Background: an optimization exercise with open tools, aiming at small area. Do not read the settings as production practice. Only simulation tests tie the RTL to the original design; equivalence was not proved. Power is estimated from default activity; no workload was simulated.

$ cat design/flow/run.sh
#!/bin/bash
# synth_recipe.tcl (not shown) runs the flow's synth.tcl, then flattens the netlist and writes it again
# the make line also repeats each setting of config.mk as NAME=value (left out here)
make -C /OpenROAD-flow-scripts/flow DESIGN_CONFIG=/design/flow/config.mk WORK_HOME=/design/flow/orfs CLKGATE_MAP_FILE= SYNTH_SCRIPT=/design/flow/synth_recipe.tcl finish
$ cat design/flow/config.mk
export PLATFORM = sky130hd
export DESIGN_NAME = icache_nb
export DESIGN_NICKNAME = icache_nb
export VERILOG_FILES = /design/flow/design.v
export SDC_FILE = /design/flow/constraint.sdc
export NUM_CORES = 4
export LEC_CHECK = 0
export CAP_MARGIN = 20
export CORE_MARGIN = 2
export CORE_UTILIZATION = 40
export SLEW_MARGIN = 20
export SYNTH_HIERARCHICAL = 1
$ cat design/flow/constraint.sdc
create_clock -name core_clock -period 7.5 [get_ports {clock}]
set_input_delay 1.5000 -clock core_clock [delete_from_list [all_inputs] [get_ports {clock}]]
set_output_delay 1.5000 -clock core_clock [all_outputs]
set_load 0.01 [all_outputs]
$ cat design/flow/design.v
module icache_nb_hold (
    input  logic q, w, wn, dn,
    output logic d
);
    assign d = ~((q | w) & (wn | dn));
endmodule
module icache_nb_aoi222 (
    input  logic a0, b0, a1, b1, a2, b2,
    output logic y
);
    assign y = ~((a0 & b0) | (a1 & b1) | (a2 & b2));
endmodule
module icache_nb_rd #(
    parameter int N = 33
) (
    input  logic [N-1:0] s,
    input  logic [N-1:0] d,
    output logic         y
);
    localparam int G = (N + 2) / 3;
    logic [3*G-1:0] ss, dd;
    logic [G-1:0]   t;
    assign ss = (3*G)'(s);
    assign dd = (3*G)'(d);
    for (genvar g = 0; g < G; g++) begin : grp
        icache_nb_aoi222 u (
            .a0(ss[3*g]),   .b0(dd[3*g]),
            .a1(ss[3*g+1]), .b1(dd[3*g+1]),
            .a2(ss[3*g+2]), .b2(dd[3*g+2]),
            .y(t[g]));
    end
    assign y = ~&t;
endmodule
module icache_nb (
    input  logic        clock,
    input  logic        reset,
    input  logic [63:0] proc2Icache_addr,
    input  logic [3:0]  Imem2proc_response,
    input  logic [63:0] Imem2proc_data,
    input  logic [3:0]  Imem2proc_tag,
    output logic [1:0]  proc2Imem_command,
    output logic [63:0] proc2Imem_addr,
    output logic [63:0] Icache_data_out,
    output logic        Icache_valid_out,
    output logic [1:0]  outstanding_count
);
    logic        par;                  
    logic [31:0] line_valid;
    logic [7:0]  line_tag  [32];       
    logic [63:0] line_data [32];       
    logic [1:0]  ent_valid;
    logic [3:0]  ent_memtag [2];
    logic [12:0] ent_line   [2];       
    logic [12:0] cur_line;
    logic [4:0]  cur_idx;
    logic [7:0]  cur_tag;
    logic [31:0] sel, dsel;
    assign cur_line = proc2Icache_addr[15:3];
    assign cur_idx  = cur_line[4:0];
    assign cur_tag  = cur_line[12:5];
    always_comb
        for (int i = 0; i < 32; i++)
            sel[i] = (cur_idx == 5'(i));
    logic [7:0] tag_rd;
    logic       valid_rd;
    for (genvar b = 0; b < 8; b++) begin : tag_read
        logic [31:0] col;
        for (genvar i = 0; i < 32; i++) begin : c
            assign col[i] = line_tag[i][b];
        end
        icache_nb_rd #(.N(32)) u (.s(sel), .d(col), .y(tag_rd[b]));
    end
    icache_nb_rd #(.N(32)) valid_read (.s(sel), .d(line_valid), .y(valid_rd));
    logic array_hit;
    assign array_hit = valid_rd && (tag_rd == (cur_tag ^ {8{par}}));
    logic [1:0] match_line, fill_m;
    always_comb
        for (int i = 0; i < 2; i++) begin
            match_line[i] = ent_line[i] == cur_line;
            fill_m[i]     = ent_valid[i] && ent_memtag[i] == Imem2proc_tag &&
                            Imem2proc_tag != 4'd0;
        end
    logic        cur_pending, have_free, free_slot, fill_hit, fill_slot, bypass;
    logic [12:0] fill_line;
    assign cur_pending = |(ent_valid & match_line);
    assign have_free   = ~&ent_valid;
    assign free_slot   = ent_valid[0];
    assign fill_hit    = |fill_m;
    assign fill_slot   = ~fill_m[0];
    assign fill_line   = fill_slot ? ent_line[1] : ent_line[0];
    assign bypass      = fill_slot ? (fill_m[1] & match_line[1])
                                   : (fill_m[0] & match_line[0]);
    logic req_valid, alloc;
    assign req_valid = !array_hit && !cur_pending && have_free;
    assign alloc     = reset && req_valid && (Imem2proc_response != 4'd0);
    assign proc2Imem_command = {1'b0, reset && req_valid};
    assign proc2Imem_addr    = {proc2Icache_addr[63:3], 3'b000};
    assign Icache_valid_out  = reset && (array_hit || bypass);
    assign outstanding_count = {&ent_valid, ^ent_valid};
    logic [63:0] fdat_n;
    logic [7:0]  ftag_n;
    assign fdat_n = Imem2proc_data ^ {64{par}};
    assign ftag_n = fill_line[12:5] ^ {8{par}};
    assign dsel = sel & {32{~bypass}};
    logic [63:0] data_rd;
    for (genvar b = 0; b < 64; b++) begin : data_read
        logic [31:0] col;
        for (genvar i = 0; i < 32; i++) begin : c
            assign col[i] = line_data[i][b];
        end
        icache_nb_rd #(.N(33)) u (.s({bypass, dsel}), .d({fdat_n[b], col}), .y(data_rd[b]));
    end
    assign Icache_data_out = data_rd ^ {64{par}};
    logic [31:0] wr, wr_n;
    always_comb
        for (int i = 0; i < 32; i++) begin
            wr[i]   = fill_hit && (fill_line[4:0] == 5'(i));
            wr_n[i] = ~wr[i];
        end
    logic [63:0] data_nx [32];
    logic [7:0]  tag_nx  [32];
    for (genvar i = 0; i < 32; i++) begin : line
        for (genvar b = 0; b < 64; b++) begin : d
            icache_nb_hold u (.q(line_data[i][b]), .w(wr[i]), .wn(wr_n[i]),
                              .dn(fdat_n[b]), .d(data_nx[i][b]));
        end
        for (genvar b = 0; b < 8; b++) begin : t
            icache_nb_hold u (.q(line_tag[i][b]), .w(wr[i]), .wn(wr_n[i]),
                              .dn(ftag_n[b]), .d(tag_nx[i][b]));
        end
    end
    always_ff @(posedge clock) begin
        par <= reset && !par;
        for (int i = 0; i < 32; i++) begin
            line_data[i] <= data_nx[i];
            line_tag[i]  <= tag_nx[i];
        end
    end
    always_ff @(posedge clock) begin
        if (!reset) begin
            line_valid <= '0;
            ent_valid  <= '0;
        end else begin
            line_valid <= line_valid | wr;
            for (int i = 0; i < 2; i++)
                if (fill_m[i]) ent_valid[i] <= 1'b0;
            if (alloc)
                ent_valid[free_slot] <= 1'b1;
        end
    end
    always_ff @(posedge clock)
        if (alloc) begin
            ent_memtag[free_slot] <= Imem2proc_response;
            ent_line[free_slot]   <= cur_line;
        end
endmodule
==> metrics.yaml, run 1 <==
insertion_delay_ns: 0.90
dieHeight_um: 440.0
synthArstFlopShare: 0
syn-mean-instance-area_um2: 11.94
crit_path_end: "Icache_data_out[27]"
path_cells: "clkdlybuf4s50_1, xnor2_2, nand4_1, nor4_2, buf_4, nand3_1, buf_4, nand3b_1, buf_12, nor2_4, buf_12, buf_12, a222oi_1, nand4_1, or3_1, xor2_1, clkdlybuf4s50_1"
die_x_um: 440.0
routed_len_inst_um: 32.39
cp_dominant_cell_by_count: "buf_12"
finalCritPeriodShare: 1.001
antenna_left: 0
gr-total-overflow: 0
largest_net_degree_at_the_start_of_global_routing: 74
setup_viol_count_final: 1
top_level_ports: 271
critPathKind: "in -> out"
rsz0062_at_grt: "true"
slack_of_the_critical_path_ns: -0.006820
globalRouteTotalUtil: 0.3167
timing.rr.end: "line_data[20][26]"
num-nets-final: 7338
tritoncts: "built"
path_max_fanout: 14
path_clk_slew_ns: 0.06
portBuffers: 167
route.detailed.drc: 0
p_per_area_nw_per_um2: 289.1
syn_to_final_growth_pct: 24.69
ys_ff_latch: 2373
drtPass1Iterations: 19
viasPerCell: 7.233
post_synth_main_area_contributors: "dfxtp_1, o22ai_1, a222oi_1"
number_of_antenna_violations_at_the_first_check_in_global_routing: 10
timing_hold_violations_final: 0
fmax_mhz: 133.2
setup-tns-final_ns: -0.006820
initial_utilization: 0.4011
synth.yosys.warnings: 13
cts_buffers: 226
synth_top_area_share: 0.6158
die_area_um2: 193600
layout-drive-gt1-share: 0.1518
postSynth.topFlopCell: "dfxtp_1"
worstRegToRegCells: 10
dp_hpwl_mm: 187.0
netlist.top_cell.by_area: "dfxtp_1"
final_max_slew_viol_count: 0
cts-hold-fix-buffers: 0
mapped_area_um2: 76040
power.static_leakage_nw: 35.04
synth-seq-area-share: 0.6292
worst-endpoint-required_ns: 6.00
gp_congestion: 0.8574
startpoint: "proc2Icache_addr[3]"
first_iter_violations: 12690
routed_wirelength_mm: 320.7
maximum_capacitance_violations: 0
critPathLaunchType: "input pin"
dpl-instance-area_um2: 86630
vias: 71610
clock-skew-final_ns: 0.04626
cts_num_sinks: 2373
timing.critical_path.to_type: "primary output"
slew_headroom: 0.1563
cp_slowest_cell: "clkdlybuf4s50_1"
count_of_flip_flops_with_a_built_in_enable_after_synthesis: 34
rr_startpoint: "ent_memtag[0][0]"
rows: 160
post_synth_num_cell_types: 62
peakVddDrop_uv: 207.2
grt_pass1_wl_mm: 462.9
via_count_of_the_first_global_routing_pass: 68610
fp.coreArea_um2: 189600
design_area_um2: 94820
period_needed_ns: 7.507
ctsHtreeMaxLevel: 4
failed_checks: "setup timing"
post_synth_inst_count: 6368
status: "failed layout checks"
worstMarginPinSlew_ns: 1.266
timing.hold.ws_ns: 0.4420
setup.reg_to_reg.worst_slack_ns: 3.14
overall_power_of_the_completed_layout_mw: 27.41
cts_root_buffer: "clkbuf_16"
hold_path.class: "reg -> reg"
cp_data_arrival_time_ns: 6.01
max_stage_delay_ns: 0.60
hold_path.startpoint: "line_tag[23][6]"
clockBufferDepth: 3
[report_power, final]
part	switching, mW	total, mW	internal (mW)
combinational	1.09	1.86	0.770
clock	5.07	11.9	6.85
sequential	0.347	13.6	13.3
total	6.50	27.4	20.9
[area by class of cell]
type / instances / area [um2]
Antenna cell: 4 / 10.01
Inverter: 24 / 140.1
Timing Repair Buffer: 691 / 7072
Tap cell: 2511 / 3142
Clock inverter: 91 / 1215
Multi-Input combinational cell: 3883 / 28790
Sequential cell: 2373 / 47850
Clock buffer: 324 / 6599
Fill cell: 16590 / 94760
[logic make-up after synthesis]
| logic type | share of synthesized area |
|---|---|
| compound gates | 0.3011 |
| flops | 0.6292 |
| simple gates | 0.03625 |
| xor+xnor | 0.02026 |
| buf+inv | 0.009790 |
| mux | 0.002764 |
| other cells | 0.0004937 |
| fa+ha+maj | 0.0001645 |
[critical path: cells and delay by family]
family / cells / cell delay, ns
buffers and inverters: 7 / 2.09
XOR/XNOR: 2 / 0.33
AND/OR/NAND/NOR: 7 / 1.64
AO/OA/AOI/OAI: 1 / 0.40
[repair_timing]
action                                  CTS  global route
endpoints found under the setup margin   18            63
buffers inserted                          0             3
gates resized for setup                   6            49
pin swaps                                 3            63
[Yosys stat by module, one instance, submodules excluded, a selection]
module,flip-flops and latches,cells inside
icache_nb,2373,2960
icache_nb_hold,0,1
icache_nb_aoi222,0,1
[worst min-delay path by stage]
stage	end	slack, ns	depth (start not counted)
3_3_place_gp	line_data[15][47]	0.43	1
3_5_place_dp	line_data[27][27]	0.44	1
5_1_grt	line_data[10][29]	0.45	1
2_1_floorplan	line_data[0][0]	0.42	1
6_report	line_tag[23][6]	0.44	1
4_1_cts	line_data[30][1]	0.44	1
[metrics by stage]
| stage | util | std cells | setup WS (ns) |
|---|---|---|---|
| 6_report | 0.5001 | 9901 | -0.006820 |
| 5_1_grt | 0.5001 | 9897 | -0.08322 |
| 4_1_cts | 0.4983 | 9890 | 0.004956 |
| 3_5_place_dp | 0.4570 | 9475 | -0.07505 |
| 3_3_place_gp | 0.4545 | 9455 | -0.4026 |
| 2_1_floorplan | - | 6380 | 0.3148 |
[Yosys cell counts, drive strengths merged, types with 8 or more instances]
cell type	number
o22ai	2305
nand4	156
o21ai	17
buf	80
xnor2	43
nor2	96
conb	10
inv	24
clkbuf	20
mux2i	12
nand3	82
edfxtp	34
nand3b	8
a222oi	803
o21a	24
or3	77
dfxtp	2339
xor2	132
nand2	56
[registers in the layout (all words and copies together) (netlist names)]
register    cells
par             1
ent_valid       2
ent_memtag      8
line_tag      256
ent_line       26
line_data    2048
line_valid     32
[routing by layer]
layer	wire, um	track usage	share of wire	vias up
li1	-	-	-	29690
met2	140700	0.4821	0.44	5100
met4	17860	0.1699	0.056	10
met5	157	0	0.00049	-
met1	121300	0.4059	0.38	35740
met3	40700	0.09023	0.13	1072
[cell usage in the layout, fill, tap and decap left out, drive strengths merged, types with 56 or more instances in the layout]
cell and count:
xor2 132, clkdlybuf4s50 149, or3 77, nor2 96
nand2 56, a222oi 803, o22ai 2305, dfxtp 2339
nand4 156, nand3 82, buf 524, clkbuf 324
==> run 2: changes to the inputs <==
--- a/design/flow/design.v
+++ b/design/flow/design.v
@@ -101,7 +101,7 @@
     logic [7:0]  ftag_n;
     assign fdat_n = Imem2proc_data ^ {64{par}};
     assign ftag_n = fill_line[12:5] ^ {8{par}};
-    assign dsel = sel & {32{~bypass}};
+    assign dsel = sel & {32{~cur_pending}};
     logic [63:0] data_rd;
     for (genvar b = 0; b < 64; b++) begin : data_read
         logic [31:0] col;
==> design/flow/flow/run.sh (new file) <==
#!/bin/bash
# Own layout flow: the standard ORFS layout (standard.sh, unchanged
# synthesis) with plain buffers on the ports instead of delay cells.
# Each tool's output goes to a log file in the work folder.
set -euo pipefail
export BUFFER_PORTS_ARGS="-buffer_cell sky130_fd_sc_hd__buf_1"
bash standard.sh > standard_flow.log 2>&1
==> design/flow/standard.sh (new file) <==
#!/bin/bash
# synth_recipe.tcl (not shown) runs the flow's synth.tcl, then flattens the netlist and writes it again
# the make line also repeats each setting of config.mk as NAME=value (left out here)
make -C /OpenROAD-flow-scripts/flow DESIGN_CONFIG=/design/flow/config.mk WORK_HOME=/design/flow/orfs CLKGATE_MAP_FILE= SYNTH_SCRIPT=/design/flow/synth_recipe.tcl "${@:-finish}"
==> design/flow/config.mk (replaced) <==
export PLATFORM = sky130hd
export DESIGN_NAME = icache_nb
export DESIGN_NICKNAME = icache_nb
export VERILOG_FILES = /design/flow/design.v
export SDC_FILE = /design/flow/constraint.sdc
export NUM_CORES = 4
export LEC_CHECK = 0
export CAP_MARGIN = 0
export CORE_MARGIN = 2
export CORE_UTILIZATION = 65
export CTS_CLUSTER_DIAMETER = 100
export CTS_CLUSTER_SIZE = 30
export SLEW_MARGIN = 0
export SYNTH_HIERARCHICAL = 1
removed: design/flow/run.sh
==> metrics.yaml, run 2 <==
internal_power_mw: 16.06
tritoncts: "built"
setup-tns-final_ns: 0
status: "failed layout checks"
dieHeight_um: 346.2
syn-mean-instance-area_um2: 11.95
largest_register_ffs: 2048
routed_len_inst_um: 36.47
clock-skew-final_ns: 0.02905
top_level_ports: 271
failed_checks: "capacitance limit, slew limit"
ff_latch_area_um2: 47850
grt_pass1_wl_mm: 437.5
largest_registers: "line_data x2048, line_tag x256, line_valid x32"
startpoint: "proc2Icache_addr[5]"
power.static_leakage_nw: 29.83
first_iter_violations: 13830
final_max_slew_viol_count: 64
post_synth_num_cell_types: 64
finalCritPeriodShare: 0.9876
post_synth_main_area_contributors: "dfxtp_1, o22ai_1, a222oi_1"
route.detailed.drc: 0
initial_utilization: 0.6550
synthArstFlopShare: 0
synth.yosys.warnings: 13
multi_input_comb_area_um2: 28600
mapped_area_um2: 76120
clockBufferDepth: 3
synth-seq-area-share: 0.6286
rsz0062_at_grt: "false"
die_x_um: 346.2
p_clk_frac: 0.283
ctsResizeCount: 0
fmax_mhz: 135.0
fp.coreArea_um2: 116200
num-nets-final: 6920
number_of_antenna_violations_at_the_first_check_in_global_routing: 9
maximum_capacitance_violations: 3
count_of_flip_flops_with_a_built_in_enable_after_synthesis: 34
setup.reg_to_reg.worst_slack_ns: 2.92
hold-path-endpoint: "line_data[27][51]"
portBuffers: 167
critPathLaunchType: "input pin"
slew_headroom: -0.02277
hold_path.class: "reg -> reg"
worst-endpoint-required_ns: 6.00
setup_viol_count_final: 0
peakVddDrop_uv: 220.1
via_count_of_the_first_global_routing_pass: 66900
gr-total-overflow: 0
postSynth.topFlopCell: "dfxtp_1"
layout.cells.most_common: "dfxtp_1"
post_synth_most_frequent_cells: "dfxtp_1, o22ai_1, a222oi_1"
cts-hold-fix-buffers: 0
power_frac_seq: 0.640
netlist.top_cell.by_area: "dfxtp_1"
drtPass1Iterations: 13
worstMarginPinSlew_ns: 1.531
pwr-share-comb: 0.077
p_sw_frac: 0.2438
p_per_area_nw_per_um2: 253.9
layout.cells.most_common_list: "dfxtp_1, o22ai_1, a222oi_1"
path_cells: "buf_1, xnor2_1, nand4_1, nor4_1, a31o_2, or2_2, nor2_4, buf_4, a222oi_1, nand4_1, or3_1, xor2_1, buf_1"
synth_top_area_share: 0.6152
ctsHtreeMaxLevel: 3
vias: 71210
power.switching_mw: 5.175
path_clk_slew_ns: 0.11
cp_slowest_cell: "xor2_1"
insertion_delay_ns: 0.77
timing.rr.end: "line_data[31][23]"
ys_ff_latch: 2373
n_fill_cell: 8465
timing_hold_violations_final: 0
cts_num_sinks: 2373
timing.critical_path.to_type: "primary output"
registers.top_by_ff_count: "line_data"
routed_wirelength_mm: 303.4
die_area_um2: 119900
rows: 125
antenna_left: 0
largest_net_degree_at_the_start_of_global_routing: 74
cts_post_setup_buffers_inserted: 0
path_max_fanout: 19
gp_congestion: 0.8887
cp_data_arrival_time_ns: 5.91
globalRouteTotalUtil: 0.4823
period_needed_ns: 7.407
dp_hpwl_mm: 163.3
cts_root_buffer: "clkbuf_16"
syn_to_final_growth_pct: 9.871
rr_startpoint: "ent_memtag[0][3]"
critPathKind: "in -> out"
post_synth_inst_count: 6367
min_path_cells: 1
hold_path.startpoint: "line_data[27][51]"
layout-drive-gt1-share: 0.08060
overall_power_of_the_completed_layout_mw: 21.23
cell_with_the_most_instances_after_synthesis: "dfxtp_1"
worstRegToRegCells: 9
max_stage_delay_ns: 0.53
cts_buffers: 89
viasPerCell: 8.558
==> run 2: worst max-delay path by stage <==
| stage | to |
|---|---|
| CTS | Icache_data_out[32] |
| global route | Icache_data_out[32] |
| finish | Icache_data_out[37] |
| detailed placement | Icache_data_out[32] |
| floorplan | Icache_data_out[0] |
| global placement | Icache_data_out[32] |
==> run 2: logic make-up after synthesis <==
group / Yosys count / synth area share
adders and majority gates: 1 / 0.0001644
muxes: 16 / 0.002581
AOI/OAI and AO/OA: 3169 / 0.3017
other: 10 / 0.0004932
buffers and inverters: 134 / 0.01032
DFF: 2373 / 0.6286
xor gates and xnor gates: 174 / 0.02002
and+or+nand+nor: 490 / 0.03615
==> run 2: Yosys stat by module (local to each module, per instance), a selection <==
module | cells inside | times used | cell area, um2 | flops+latches
icache_nb_hold | 1 | 2304 | 6.256 | 0
icache_nb | 2959 | 1 | 51900 | 2373
icache_nb_aoi222 | 1 | 803 | 10.01 | 0
==> run 2: layout make-up <==
class,instances,area share
Antenna cell,10,0.0002992
Clock buffer,93,0.02718
Sequential cell,2373,0.5722
Multi-Input combinational cell,3872,0.3420
Tap cell,1524,0.02280
Inverter,28,0.001975
Timing Repair Buffer,417,0.03279
Clock inverter,4,0.0007630
==> run 2: per-stage QoR <==
stage	instances	utilization	area (um2)	setup WS, ns	hold slack, ns
3_3_place_gp	8214	0.6993	81270	0.3626	0.4279
6_report	8321	0.7197	83630	0.09283	0.4485
2_1_floorplan	6379	-	76200	0.2031	0.4206
4_1_cts	8311	0.7195	83610	0.3198	0.4496
5_1_grt	8311	0.7195	83610	0.03028	0.4585
3_5_place_dp	8214	0.6993	81270	0.3351	0.4358
==> run 2: per-layer routing <==
metal  vias to the layer above  share of wire  track usage
met3                      1512           0.16       0.1803
met4                        14          0.074       0.2935
met2                      6498           0.41       0.6917
li1                      28620              -            -
met5                         -        0.00086     0.004402
met1                     34570           0.35       0.6180
==> run 2: critical path: cells and delay by family <==
| family | cells | cell delay (ns) |
|---|---|---|
| AND/OR/NAND/NOR | 6 | 2.04 |
| XOR/XNOR | 2 | 0.72 |
| buffers and inverters | 3 | 0.96 |
| AO/OA/AOI/OAI | 2 | 0.67 |
==> run 2: power by group through the flow <==
stage	clock network [mW]	logic (mW)	registers, mW
CTS	5.94	1.58	13.6
floorplan	0	1.06	13.8
global route	6.38	1.71	13.7
global placement	0	1.53	13.8
finish	6.00	1.64	13.6
detailed placement	0	1.58	13.9
==> run 3: changes to the inputs <==
--- a/design/flow/design.v
+++ b/design/flow/design.v
@@ -17,17 +17,22 @@
     input  logic [N-1:0] d,
     output logic         y
 );
-    localparam int G = (N + 2) / 3;
-    logic [3*G-1:0] ss, dd;
-    logic [G-1:0]   t;
-    assign ss = (3*G)'(s);
-    assign dd = (3*G)'(d);
-    for (genvar g = 0; g < G; g++) begin : grp
+    localparam int G3 = N / 3;           
+    localparam int R  = N - 3 * G3;      
+    logic [G3:0] t;
+    for (genvar g = 0; g < G3; g++) begin : grp
         icache_nb_aoi222 u (
-            .a0(ss[3*g]),   .b0(dd[3*g]),
-            .a1(ss[3*g+1]), .b1(dd[3*g+1]),
-            .a2(ss[3*g+2]), .b2(dd[3*g+2]),
+            .a0(s[3*g]),   .b0(d[3*g]),
+            .a1(s[3*g+1]), .b1(d[3*g+1]),
+            .a2(s[3*g+2]), .b2(d[3*g+2]),
             .y(t[g]));
+    end
+    if (R == 2) begin : rest2
+        assign t[G3] = ~((s[N-2] & d[N-2]) | (s[N-1] & d[N-1]));
+    end else if (R == 1) begin : rest1
+        assign t[G3] = ~(s[N-1] & d[N-1]);
+    end else begin : rest0
+        assign t[G3] = 1'b1;
     end
     assign y = ~&t;
 endmodule
--- a/design/flow/config.mk
+++ b/design/flow/config.mk
@@ -5,10 +5,11 @@
 export SDC_FILE = /design/flow/constraint.sdc
 export NUM_CORES = 4
 export LEC_CHECK = 0
-export CAP_MARGIN = 0
+export CAP_MARGIN = 20
 export CORE_MARGIN = 2
 export CORE_UTILIZATION = 65
 export CTS_CLUSTER_DIAMETER = 100
 export CTS_CLUSTER_SIZE = 30
-export SLEW_MARGIN = 0
+export SETUP_SLACK_MARGIN = 0.3
+export SLEW_MARGIN = 20
 export SYNTH_HIERARCHICAL = 1
==> metrics.yaml, run 3 <==
initial_utilization: 0.6549
grt_pass1_wl_mm: 447.0
globalRouteTotalUtil: 0.4949
worstMarginPinSlew_ns: 1.324
period_needed_ns: 7.237
netlist.top_cell.by_area: "dfxtp_1"
antenna_left: 0
final_max_slew_viol_count: 0
layout.cells.most_common_list: "dfxtp_1, o22ai_1, a222oi_1"
post_synth_num_cell_types: 66
synth_top_area_share: 0.6153
met1_length_mm: 107.1
tritoncts: "built"
dieHeight_um: 346.2
routed_len_inst_um: 37.21
dp_hpwl_mm: 172.2
setup-tns-final_ns: 0
syn_to_final_growth_pct: 10.54
timing.critical_path.to_type: "primary output"
power.static_leakage_nw: 30.17
ctsHtreeMaxLevel: 3
route.met3.wl_mm: 54.09
clockBufferDepth: 3
cell_with_the_most_instances_after_synthesis: "dfxtp_1"
cts_root_buffer: "clkbuf_16"
via_count_of_the_first_global_routing_pass: 67920
layout.cells.most_common: "dfxtp_1"
post_synth_main_area_contributors: "dfxtp_1, o22ai_1, a222oi_1"
maximum_capacitance_violations: 0
slew_headroom: 0.1152
timing.hold.ws_ns: 0.4448
top_level_ports: 271
worst-endpoint-required_ns: 6.00
timing_hold_violations_final: 0
largest_registers: "line_data x2048, line_tag x256, line_valid x32"
drtPass1Iterations: 14
syn-mean-instance-area_um2: 11.97
gp_congestion: 0.8914
critPathLaunchType: "input pin"
hold_path.class: "reg -> reg"
vias: 72220
num-nets-final: 6962
fmax_mhz: 138.2
die_x_um: 346.2
post_synth_most_frequent_cells: "dfxtp_1, o22ai_1, a222oi_1"
rsz0062_at_grt: "false"
synthArstFlopShare: 0
post_synth_inst_count: 6358
cts_num_sinks: 2373
post_synth_mux_area_share: 0.002581
setup_viol_count_final: 0
peakVddDrop_uv: 220.0
cts-hold-fix-buffers: 0
ys_ff_latch: 2373
finalCritPeriodShare: 0.9649
fp.coreArea_um2: 116200
synth_xor_xnor_area_share: 0.02002
largest_register_ffs: 2048
clock-skew-final_ns: 0.02814
registers.top_by_ff_count: "line_data"
synth-seq-area-share: 0.6287
path_clk_slew_ns: 0.07
synthAdderAreaFrac: 0.0001644
die_area_um2: 119800
routed_wirelength_mm: 311.3
cts_post_setup_buffers_inserted: 0
gr-total-overflow: 0
p_per_area_nw_per_um2: 252.8
mapped_area_um2: 76100
post_synthesis_simple_gate_area_fraction: 0.03660
first_iter_violations: 15280
path_max_fanout: 26
number_of_antenna_violations_at_the_first_check_in_global_routing: 9
critPathKind: "in -> out"
route.detailed.drc: 0
largest_net_degree_at_the_start_of_global_routing: 73
status: "finished clean"
insertion_delay_ns: 0.77
portBuffers: 167
route.top_layer_used: "met5"
layout-drive-gt1-share: 0.09161
cp_data_arrival_time_ns: 5.74
synthesized_area_fraction_occupied_by_ao_oa_aoi_and_oai_cells: 0.3016
combinational_family_with_the_most_area_after_synthesis: "compound AO/OA/AOI/OAI gates"
n_fill_cell: 8396
cts_buffers: 89
synth.yosys.warnings: 13
rows: 125
met2RoutedLength_mm: 126.3
count_of_flip_flops_with_a_built_in_enable_after_synthesis: 34
viasPerCell: 8.633
postSynth.topFlopCell: "dfxtp_1"
## run 3: Yosys stat by module, one instance, submodules excluded, excerpt
module | cells inside | copies in the design
icache_nb | 2959 | 1
icache_nb_aoi222 | 1 | 794
icache_nb_hold | 1 | 2304
## run 3: critical path, cell delays in order
cell	delay, ns
clkdlybuf4s15_2	0.45
xor2_1	0.27
nor4_2	0.10
a31o_4	0.33
or2_2	0.48
nor2_4	0.94
buf_4	0.60
a222oi_1	0.18
nand4_1	0.13
or3_1	0.39
xor2_1	0.17
buf_1	0.16
## run 3: layer usage
| layer | GRT usage | up-vias |
|---|---|---|
| met4 | 0.3064 | 18 |
| met5 | 0.005202 | - |
| met1 | 0.6341 | 34910 |
| met2 | 0.6978 | 6893 |
| met3 | 0.1978 | 1697 |
| li1 | - | 28700 |
## run 3: logic make-up (layout without fill, tap and decap cells)
family                   Yosys count  in the layout
XOR/XNOR                         174            174
AO/OA/AOI/OAI                   3169           3169
buffers and inverters            134            606
other                              1             13
flip-flops                      2373           2373
AND/OR/NAND/NOR                  490            490
multiplexers                      16             16
adder cells (fa/ha/maj)            1              1
## run 3: path summary, 6_finish.rpt
kind / start / endpoint / slack, ns / cells past startpoint
setup / recovery: proc2Icache_addr[3] / Icache_data_out[62] / 0.26 / 12
hold / removal: line_data[25][18] / line_data[25][18] / 0.44 / 1
setup reg to reg: ent_memtag[0][2] / line_data[29][29] / 3.07 / 9
hold reg to reg: line_data[25][18] / line_data[25][18] / 0.44 / 1
## run 3: timing repair
action | in CTS | in global routing
resized for setup | 4 | 6
setup endpoints to repair | 23 | 42
pin swaps | 0 | 2
gates cloned | 0 | 0
endpoints found under the hold margin | 0 | 0
## run 3: cell type report
cell class | instances | area, um2 | area share
clock inverters | 7 | 101.3 | 0.001205
inverters | 28 | 165.2 | 0.001963
repair buffers | 477 | 3256 | 0.03870
clock buffers | 94 | 2267 | 0.02695
multi-input cells | 3854 | 28560 | 0.3395
diodes | 9 | 22.52 | 0.0002677
well taps | 1524 | 1907 | 0.02267
flip-flops and latches | 2373 | 47850 | 0.5688
## run 3: report_power, final
| part | internal (mW) | total (mW) | switching, mW |
|---|---|---|---|
| Combinational | 0.604 | 1.63 | 1.02 |
| Clock | 2.21 | 6.05 | 3.84 |
| Sequential | 13.3 | 13.6 | 0.338 |
## run 3: metrics by stage
stage                     power, mW  setup WS (ns)  instances  cell area, um2    util
after CTS                     21.12         0.4016       8353           84000  0.7228
final                         21.27         0.2634       8366           84130  0.7240
after detailed placement      15.42         0.2397       8252           81620  0.7024
after global routing          21.77         0.3079       8357           84100  0.7238
after floorplan               14.82         0.3516       6361           76170       -
after global placement        15.34         0.3175       8251           81610  0.7023
==> run 4: changes to the inputs <==
--- a/design/flow/config.mk
+++ b/design/flow/config.mk
@@ -7,7 +7,7 @@
 export LEC_CHECK = 0
 export CAP_MARGIN = 20
 export CORE_MARGIN = 2
-export CORE_UTILIZATION = 65
+export CORE_UTILIZATION = 72
 export CTS_CLUSTER_DIAMETER = 100
 export CTS_CLUSTER_SIZE = 30
 export SETUP_SLACK_MARGIN = 0.3
==> metrics.yaml, run 4 <==
layoutNonFillerInstCount: 8183
peakVddDrop_uv: 275.8
timing_hold_violations_final: 0
power.static_leakage_nw: 29.94
routed_wirelength_mm: 301.8
via_count_of_the_first_global_routing_pass: 68680
insertion_delay_ns: 0.77
post_synth_num_cell_types: 66
setup_viol_count_final: 0
dpl-instance-area_um2: 81130
registers.top_by_ff_count: "line_data"
worstMarginPinSlew_ns: 1.334
dp_hpwl_mm: 163.3
placed_cells: 8068
count_of_flip_flops_with_a_built_in_enable_after_synthesis: 34
clockBufferDepth: 3
synth-seq-area-share: 0.6287
timing.critical_path.to_type: "primary output"
gp_congestion: 0.9276
rows: 119
dieHeight_um: 329.1
path_max_fanout: 35
rsz0062_at_grt: "false"
largest_register_ffs: 2048
gr-total-overflow: 0
fmax_mhz: 138.5
status: "finished clean"
cp_data_arrival_time_ns: 5.72
netlist.top_cell.by_area: "dfxtp_1"
cts_root_buffer: "clkbuf_16"
cell_with_the_most_instances_after_synthesis: "dfxtp_1"
path_clk_slew_ns: 0.10
maximum_capacitance_violations: 0
cts_post_setup_buffers_inserted: 0
post_synth_inst_count: 6358
ctsHtreeMaxLevel: 3
synth.yosys.warnings: 13
globalRouteTotalUtil: 0.5326
number_of_antenna_violations_at_the_first_check_in_global_routing: 15
fp.coreArea_um2: 105100
route.detailed.drc: 0
critPathKind: "in -> out"
syn-mean-instance-area_um2: 11.97
ys_ff_latch: 2373
finalCritPeriodShare: 0.9625
p_per_area_nw_per_um2: 254.2
design_area_um2: 83750
worst-endpoint-required_ns: 6.00
first_iter_violations: 17210
vias: 72510
layout.cells.most_common_list: "dfxtp_1, o22ai_1, a222oi_1"
overall_power_of_the_completed_layout_mw: 21.29
hold_path.class: "reg -> reg"
synth_top_area_share: 0.6153
setup-tns-final_ns: 0
syn_to_final_growth_pct: 10.04
largest_net_degree_at_the_start_of_global_routing: 74
initial_utilization: 0.7240
drtPass1Iterations: 14
cts_num_sinks: 2373
routed_len_inst_um: 36.88
critPathLaunchType: "input pin"
grt_pass1_wl_mm: 435.6
layout-drive-gt1-share: 0.08494
slew_headroom: 0.1106
clock-skew-final_ns: 0.03686
period_needed_ns: 7.219
final_max_slew_viol_count: 0
postSynth.topFlopCell: "dfxtp_1"
top_level_ports: 271
post_synth_most_frequent_cells: "dfxtp_1, o22ai_1, a222oi_1"
portBuffers: 167
viasPerCell: 8.861
synthArstFlopShare: 0
antenna_left: 0
cts_buffers: 89
mapped_area_um2: 76100
die_x_um: 329.1
post_synth_main_area_contributors: "dfxtp_1, o22ai_1, a222oi_1"
tritoncts: "built"
layout.cells.most_common: "dfxtp_1"
num-nets-final: 6913
die_area_um2: 108300
largest_registers: "line_data x2048, line_tag x256, line_valid x32"
post-route-util: 0.7967
run 4: changes by cell type in the layout (fill, tap and decap cells not counted), moves of 3 or more:
cell	delta
buf_12	+6
clkbuf_16	+3
buf_4	-59
inv_4	-3
run 4: stage by stage:
stage	setup WS, ns	hold WS, ns
6_report	0.2810	0.4493
5_1_grt	0.3226	0.4573
4_1_cts	0.3135	0.4509
3_5_place_dp	0.2871	0.4358
3_3_place_gp	0.3248	0.4278
2_1_floorplan	0.3516	0.4206
run 4: routing by layer:
layer	track usage	wire, um	vias up
met2	0.7529	121800	7353
met4	0.3461	24730	26
met3	0.2320	55620	2027
met5	0.01000	277	-
met1	0.6631	99290	34470
li1	-	-	28630
run 4: kinds of logic (layout without fill, tap and decap cells):
kind of cell | after synthesis | in the layout | share of synthesized area
AO/OA/AOI/OAI | 3169 | 3169 | 0.3016
flip-flops | 2373 | 2373 | 0.6287
AND/OR/NAND/NOR | 490 | 490 | 0.03660
XOR/XNOR | 174 | 174 | 0.02003
buffers and inverters | 134 | 554 | 0.01029
multiplexers | 16 | 16 | 0.002581
adder cells (fa/ha/maj) | 1 | 1 | 0.0001644
other | 1 | 15 | 0.00004928
run 4: path summary, 6_finish.rpt:
kind                                           from             endpoint  slack (ns)  depth (start not counted)
worst min register to register    line_data[19][35]    line_data[19][35]        0.45                          1
worst max-delay path            proc2Icache_addr[7]  Icache_data_out[61]        0.28                         14
worst min-delay path              line_data[19][35]    line_data[19][35]        0.45                          1
worst max register to register     ent_memtag[0][0]     line_data[6][31]        3.05                          8
run 4: layout make-up:
cell class,instances,area (um2)
clock inverters,3,55.05
well taps,1391,1740
fillers,6707,21370
inverters,28,172.7
clock buffers,95,2335
flip-flops and latches,2373,47850
multi-input cells,3854,28580
diodes,11,27.53
repair buffers,428,2990
run 4: modules after synthesis (local to each module, per instance), excerpt:
module,cells,flip-flops and latches,area (um2),copies in the design
icache_nb,2959,2373,51890,1
icache_nb_aoi222,1,0,10.01,794
icache_nb_hold,1,0,6.256,2304
run 4: timing repair:
action / in CTS / in global routing
hold buffers: 0 / 0
pin swaps: 0 / 1
resized for setup: 3 / 7
endpoints found under the setup margin: 11 / 54
run 4: power by group:
part           leakage (nW)  internal [mW]  total [mW]  switching (mW)
Clock                  1.17           2.26        6.05            3.79
Sequential             21.6           13.3        13.6           0.345
Combinational          7.14          0.601        1.65            1.04
Total                  29.9           16.1        21.3            5.18
run 4: critical path: stages:
cell and delay [ns]:
buf_2 0.28, buf_4 0.21, xnor2_1 0.08, nand4_1 0.11
nor3_1 0.08, a31o_2 0.32, or2_2 0.51, nor2_4 1.01
buf_12 0.39, a222oi_1 0.17, nand4_1 0.14, or3_1 0.13
xor2_1 0.47, buf_1 0.21
==> run 5: changes to the inputs <==
--- a/design/flow/config.mk
+++ b/design/flow/config.mk
@@ -10,6 +10,6 @@
 export CORE_UTILIZATION = 72
 export CTS_CLUSTER_DIAMETER = 100
 export CTS_CLUSTER_SIZE = 30
-export SETUP_SLACK_MARGIN = 0.3
+export SETUP_SLACK_MARGIN = 0.2
 export SLEW_MARGIN = 20
 export SYNTH_HIERARCHICAL = 1
==> metrics.yaml, run 5 <==
gr-total-overflow: 0
p_clk_frac: 0.283
layout.cells.most_common: "dfxtp_1"
cts_post_setup_buffers_inserted: 0
clock-skew-final_ns: 0.03668
power.switching_mw: 5.178
ctsResizeCount: 0
min_path_cells: 1
hold_path.class: "reg -> reg"
fmax_mhz: 137.2
layoutNonFillerInstCount: 8196
die_x_um: 329.1
cp_slowest_cell: "a222oi_1"
route.detailed.drc: 0
cp_data_arrival_time_ns: 5.79
status: "finished clean"
fp.coreArea_um2: 105100
postSynth.topFlopCell: "dfxtp_1"
mapped_area_um2: 76100
path_clk_slew_ns: 0.11
setup.reg_to_reg.worst_slack_ns: 2.88
slack_of_the_critical_path_ns: 0.2105
netlist.top_cell.by_area: "dfxtp_1"
post_synth_inst_count: 6358
initial_utilization: 0.7240
critPathLaunchType: "input pin"
overall_power_of_the_completed_layout_mw: 21.27
portBuffers: 167
worstRegToRegCells: 9
vias: 73180
path_max_fanout: 25
critPathKind: "in -> out"
post_synth_num_cell_types: 66
cts_num_sinks: 2373
cts_buffers: 89
syn-mean-instance-area_um2: 11.97
largest_net_degree_at_the_start_of_global_routing: 74
maximum_capacitance_violations: 0
rr_startpoint: "ent_memtag[0][3]"
cts_root_buffer: "clkbuf_16"
registers.top_by_ff_count: "line_data"
num-nets-final: 6923
first_iter_violations: 17030
rows: 119
finalCritPeriodShare: 0.9719
syn_to_final_growth_pct: 10.07
max_stage_delay_ns: 0.61
dieHeight_um: 329.1
ctsHtreeMaxLevel: 3
path_buf_inv: 3
drtPass1Iterations: 14
cts-hold-fix-buffers: 0
globalRouteTotalUtil: 0.5381
number_of_antenna_violations_at_the_first_check_in_global_routing: 13
rsz0062_at_grt: "false"
path_cells: "clkbuf_2, xnor2_1, nand4_1, nor4_1, a31o_2, or2_2, nor2_4, buf_4, a222oi_1, nand4_1, or3_1, xor2_1, buf_1"
routed_len_inst_um: 36.99
worstMarginPinSlew_ns: 1.327
top_level_ports: 271
peakVddDrop_uv: 265.9
timing.critical_path.to_type: "primary output"
synth_top_area_share: 0.6153
dp_hpwl_mm: 163.2
grt_pass1_wl_mm: 439.6
internal_power_mw: 16.09
antenna_left: 0
die_area_um2: 108300
critical-path-top-delay-family: "simple AND/OR/NAND/NOR gates"
power_frac_seq: 0.639
via_count_of_the_first_global_routing_pass: 69030
hold-path-endpoint: "line_data[24][26]"
clockBufferDepth: 3
synth.yosys.warnings: 13
post_synth_main_area_contributors: "dfxtp_1, o22ai_1, a222oi_1"
pwr-share-comb: 0.077
post_synth_most_frequent_cells: "dfxtp_1, o22ai_1, a222oi_1"
timing_hold_violations_final: 0
gp_congestion: 0.9015
viasPerCell: 8.929
layout-drive-gt1-share: 0.08644
p_per_area_nw_per_um2: 253.9
timing.rr.end: "line_data[6][59]"
final_max_slew_viol_count: 0
insertion_delay_ns: 0.78
placed_cells: 8074
ys_ff_latch: 2373
largest_register_ffs: 2048
place_ws_ns: 0.2616
largest_registers: "line_data x2048, line_tag x256, line_valid x32"
power.static_leakage_nw: 30.00
synth-seq-area-share: 0.6287
cell_with_the_most_instances_after_synthesis: "dfxtp_1"
setup_viol_count_final: 0
worst-endpoint-required_ns: 6.00
p_sw_frac: 0.2435
cp_dominant_cell_by_count: "nand4_1"
period_needed_ns: 7.290
synthArstFlopShare: 0
slew_headroom: 0.1135
routed_wirelength_mm: 303.2
tritoncts: "built"
count_of_flip_flops_with_a_built_in_enable_after_synthesis: 34
setup-tns-final_ns: 0
hold_path.startpoint: "line_data[24][26]"
layout.cells.most_common_list: "dfxtp_1, o22ai_1, a222oi_1"
-- run 5: worst max-delay path by stage --
| stage | slack, ns | from | to | cells after the start |
|---|---|---|---|---|
| 6_report | 0.21 | proc2Icache_addr[5] | Icache_data_out[53] | 13 |
| 5_1_grt | 0.21 | proc2Icache_addr[14] | Icache_data_out[53] | 13 |
| 4_1_cts | 0.24 | proc2Icache_addr[6] | Icache_data_out[32] | 13 |
| 3_5_place_dp | 0.26 | proc2Icache_addr[6] | Icache_data_out[32] | 13 |
| 3_3_place_gp | 0.25 | proc2Icache_addr[6] | Icache_data_out[32] | 13 |
| 2_1_floorplan | 0.20 | proc2Icache_addr[5] | Icache_data_out[0] | 11 |
-- run 5: worst register-to-register path: stages (launching register included) --
cell	delay, ns
edfxtp_1	0.40
xnor2_1	0.21
nand4_2	0.22
or2_1	0.29
buf_4	0.27
mux2i_1	0.68
nand2_4	0.71
inv_4	1.14
buf_4	0.43
o22ai_1	0.13
-- run 5: power groups by stage --
stage	Combinational, mW	Sequential (mW)	Clock [mW]
finish	1.65	13.6	6.02
global route	1.71	13.7	6.35
CTS	1.57	13.6	5.93
detailed placement	1.56	13.9	0
global placement	1.50	13.8	0
floorplan	1.05	13.8	0
-- run 5: final cells by class --
| cell class | instances | area (um2) |
|---|---|---|
| tap | 1391 | 1740 |
| sequential | 2373 | 47850 |
| clock inverter | 4 | 61.31 |
| fill | 6612 | 21350 |
| clock buffer | 94 | 2310 |
| inverter | 28 | 170.2 |
| antenna | 14 | 35.03 |
| multi-input combinational | 3854 | 28570 |
| timing repair buffer | 438 | 3032 |
-- run 5: kinds of logic (layout without fill, tap and decap cells) --
logic type      count (synthesis)  after routing  share of synthesized area
fa+ha+maj                       1              1                  0.0001644
mux                            16             16                   0.002581
buf+inv                       134            564                    0.01029
simple gates                  490            490                    0.03660
flops                        2373           2373                     0.6287
compound gates               3169           3169                     0.3016
other cells                     1             18                 0.00004928
xor+xnor                      174            174                    0.02003
-- run 5: modules after synthesis (local to each module, per instance), a selection --
| module | cell area (um2) | flip-flops and latches | cells | times used |
|---|---|---|---|---|
| icache_nb | 51890 | 2373 | 2959 | 1 |
| icache_nb_aoi222 | 10.01 | 0 | 1 | 794 |
| icache_nb_hold | 6.256 | 0 | 1 | 2304 |
-- run 5: routing by layer --
metal	share of wire	GRT usage	routed length [um]
met5	0.00028	0.006522	84
met4	0.089	0.3621	26920
met2	0.40	0.7599	122500
met1	0.33	0.6725	98920
met3	0.18	0.2241	54750
-- run 5: metrics by stage --
step	hold slack [ns]	area, um2	utilization
after floorplan	0.4206	76160	-
after global placement	0.4278	80960	0.7702
after detailed placement	0.4358	81090	0.7715
after CTS	0.4507	83470	0.7940
after global routing	0.4589	83740	0.7966
final	0.4495	83770	0.7969
==> run 6: changes to the inputs <==
--- a/design/flow/config.mk
+++ b/design/flow/config.mk
@@ -7,9 +7,9 @@
 export LEC_CHECK = 0
 export CAP_MARGIN = 20
 export CORE_MARGIN = 2
-export CORE_UTILIZATION = 72
+export CORE_UTILIZATION = 76
 export CTS_CLUSTER_DIAMETER = 100
 export CTS_CLUSTER_SIZE = 30
-export SETUP_SLACK_MARGIN = 0.2
+export SETUP_SLACK_MARGIN = 0.3
 export SLEW_MARGIN = 20
 export SYNTH_HIERARCHICAL = 1
==> metrics.yaml, run 6 <==
worstRegToRegCells: 9
post_synth_main_area_contributors: "dfxtp_1, o22ai_1, a222oi_1"
ctsHtreeMaxLevel: 3
pwr-share-comb: 0.077
crit_path_end: "Icache_data_out[61]"
finalCritPeriodShare: 0.9734
drtPass1Iterations: 14
initial_utilization: 0.7632
power.switching_mw: 5.201
timing_hold_violations_final: 0
critPathLaunchType: "input pin"
rows: 116
path_clk_slew_ns: 0.11
critPathKind: "in -> out"
postSynth.topFlopCell: "dfxtp_1"
registers.top_by_ff_count: "line_data"
top_level_ports: 271
p_per_area_nw_per_um2: 254.4
peakVddDrop_uv: 242.4
syn-mean-instance-area_um2: 11.97
worst-endpoint-required_ns: 6.00
synthAdderAreaFrac: 0.0001644
rsz0062_at_grt: "false"
maximum_capacitance_violations: 0
cts_root_buffer: "clkbuf_16"
cell_with_the_most_instances_after_synthesis: "dfxtp_1"
routed_wirelength_mm: 312.9
clock-skew-final_ns: 0.03793
rr_startpoint: "ent_memtag[0][2]"
grt_pass1_wl_mm: 448.3
worstMarginPinSlew_ns: 1.381
die_area_um2: 102700
largest_register_ffs: 2048
synthArstFlopShare: 0
clockBufferDepth: 3
portBuffers: 167
fmax_mhz: 137.0
power.static_leakage_nw: 30.07
setup_viol_count_final: 0
cts_buffers: 89
mapped_area_um2: 76100
post_synth_mux_area_share: 0.002581
layout.cells.most_common: "dfxtp_1"
ys_ff_latch: 2373
setup-tns-final_ns: 0
timing.rr.end: "line_tag[31][0]"
num-nets-final: 6931
timing.critical_path.to_type: "primary output"
layoutNonFillerInstCount: 8109
internal_power_mw: 16.13
power_frac_seq: 0.638
syn_to_final_growth_pct: 10.18
p_clk_frac: 0.285
synth_top_area_share: 0.6153
count_of_flip_flops_with_a_built_in_enable_after_synthesis: 34
cts-hold-fix-buffers: 0
gp_congestion: 0.9127
hold_path.startpoint: "line_data[12][26]"
layout-drive-gt1-share: 0.08734
via_count_of_the_first_global_routing_pass: 71210
hold_path.class: "reg -> reg"
vias: 75020
antenna_left: 0
fp.coreArea_um2: 99710
combinational_family_with_the_most_area_after_synthesis: "compound AO/OA/AOI/OAI gates"
first_iter_violations: 19860
viasPerCell: 9.251
cts_post_setup_buffers_inserted: 0
synth.yosys.warnings: 13
globalRouteTotalUtil: 0.5814
synth-seq-area-share: 0.6287
cts_num_sinks: 2373
layout.cells.most_common_list: "dfxtp_1, o22ai_1, a222oi_1"
period_needed_ns: 7.300
post_synth_num_cell_types: 66
gr-total-overflow: 0
routed_len_inst_um: 38.58
largest_net_degree_at_the_start_of_global_routing: 75
synth_xor_xnor_area_share: 0.02002
startpoint: "proc2Icache_addr[3]"
dieHeight_um: 320.4
status: "finished clean"
tritoncts: "built"
largest_registers: "line_data x2048, line_tag x256, line_valid x32"
post_synth_most_frequent_cells: "dfxtp_1, o22ai_1, a222oi_1"
die_x_um: 320.4
p_sw_frac: 0.2438
synthesized_area_fraction_occupied_by_ao_oa_aoi_and_oai_cells: 0.3016
number_of_antenna_violations_at_the_first_check_in_global_routing: 13
final_max_slew_viol_count: 0
path_max_fanout: 23
setup.reg_to_reg.worst_slack_ns: 2.87
route.detailed.drc: 0
netlist.top_cell.by_area: "dfxtp_1"
post_synth_inst_count: 6358
post_synthesis_simple_gate_area_fraction: 0.03660
dp_hpwl_mm: 164.5
slew_headroom: 0.07946
cp_data_arrival_time_ns: 5.80
insertion_delay_ns: 0.78
placed_cells: 7991
## run 6: per-layer routing
metal / global-route usage / up-vias / routed length, um
met4: 0.4302 / 32 / 32760
met3: 0.3009 / 2853 / 63390
met5: 0.02506 / - / 605
met1: 0.7114 / 34820 / 97070
met2: 0.7744 / 8702 / 119000
li1: - / 28620 / -
## run 6: logic make-up after synthesis
logic type / Yosys count
other cells: 1
simple gates: 490
fa+ha+maj: 1
buf+inv: 134
flops: 2373
mux: 16
xor+xnor: 174
compound gates: 3169
## run 6: final cells by class
cell class,instances,area [um2]
Inverter,28,170.2
Clock inverter,2,46.29
Sequential cell,2373,47850
Multi-Input combinational cell,3856,28580
Timing Repair Buffer,444,3187
Clock buffer,98,2367
Antenna cell,10,25.02
Tap cell,1298,1624
Fill cell,5537,15860
## run 6: per-module statistics from Yosys, one instance, submodules excluded, a selection
module            cells  cell area (um2)
icache_nb          2959            51890
icache_nb_aoi222      1            10.01
icache_nb_hold        1            6.256
## run 6: worst max-delay path, cell delays in order
cell and delay [ns]:
clkdlybuf4s18_2 0.40, xor2_1 0.34, nor4_2 0.12, a31o_2 0.33, or2_2 0.49, nor2_4 1.00
buf_4 0.53, a222oi_1 0.15, nand4_1 0.17, or3_1 0.33, xor2_1 0.22, buf_1 0.17
## run 6: how the worst min path moves through the flow
stage / to / slack (ns) / cells past startpoint
floorplan: line_data[0][0] / 0.42 / 1
global placement: line_data[3][37] / 0.43 / 1
detailed placement: line_data[30][8] / 0.44 / 1
CTS: line_data[24][36] / 0.45 / 1
global route: line_data[26][33] / 0.46 / 1
finish: line_data[12][26] / 0.45 / 1
## run 6: what timing repair did
item,CTS,global route
endpoints found under the setup margin,5,14
resized for setup,5,7
gates cloned,2,0
pin swaps,2,3
## run 6: power groups by stage
stage	clock, mW	combinational (mW)	sequential, mW
floorplan	0	1.05	13.8
global placement	0	1.48	13.8
detailed placement	0	1.55	13.9
CTS	5.92	1.56	13.6
global route	6.38	1.70	13.7
finish	6.08	1.64	13.6
## run 6: per-stage QoR
step	utilization	hold slack, ns	setup slack (ns)	area, um2	power, mW
final	0.8409	0.4503	0.1997	83850	21.33
after global routing	0.8407	0.4598	0.2974	83830	21.74
after CTS	0.8387	0.4508	0.3899	83630	21.07
after detailed placement	0.8143	0.4358	0.2368	81190	15.42
after global placement	0.8128	0.4276	0.2493	81040	15.30
after floorplan	-	0.4206	0.3516	76170	14.82

## separate check: timing with driven ports
The results above use ideal ports. As a check the final layouts listed here were re-extracted and re-timed, cells and wires unchanged.
Step 1 sets driving cells, clkbuf_16 on the clock port and buf_2 on the other inputs (assumed; they add their load-dependent delay and slew).
Step 2 adds t to the input delays and takes it off the output delays; t is the mean of the earliest and latest rising clock arrival at the registers after step 1. Input paths then give back, and output paths get back, about the clock's delay inside the block.
Three values: ideal, step 1, step 2; two values: the first two.
| run | t (ns) | setup WS [ns] | clock arrival spread, ns | worst register clock-pin slew, ns |
|---|---|---|---|---|
| run 1 | 0.974 | -0.007 / -0.034 / -0.034 | 0.057 / 0.058 | 0.07 / 0.07 |
| run 2 | 0.827 | 0.093 / 0.069 / 0.069 | 0.049 / 0.049 | 0.12 / 0.12 |
| run 3 | 0.843 | 0.263 / 0.239 / 0.239 | 0.036 / 0.035 | 0.12 / 0.12 |
| run 4 | 0.830 | 0.281 / 0.244 / 0.244 | 0.041 / 0.042 | 0.12 / 0.12 |
| run 5 | 0.832 | 0.210 / 0.179 / 0.179 | 0.047 / 0.047 | 0.12 / 0.12 |
| run 6 | 0.833 | 0.200 / 0.154 / 0.154 | 0.059 / 0.058 | 0.12 / 0.12 |
The setup slack of run 6, which loses most, moves by -0.046 ns with the drivers and by -0.046 ns with both steps.
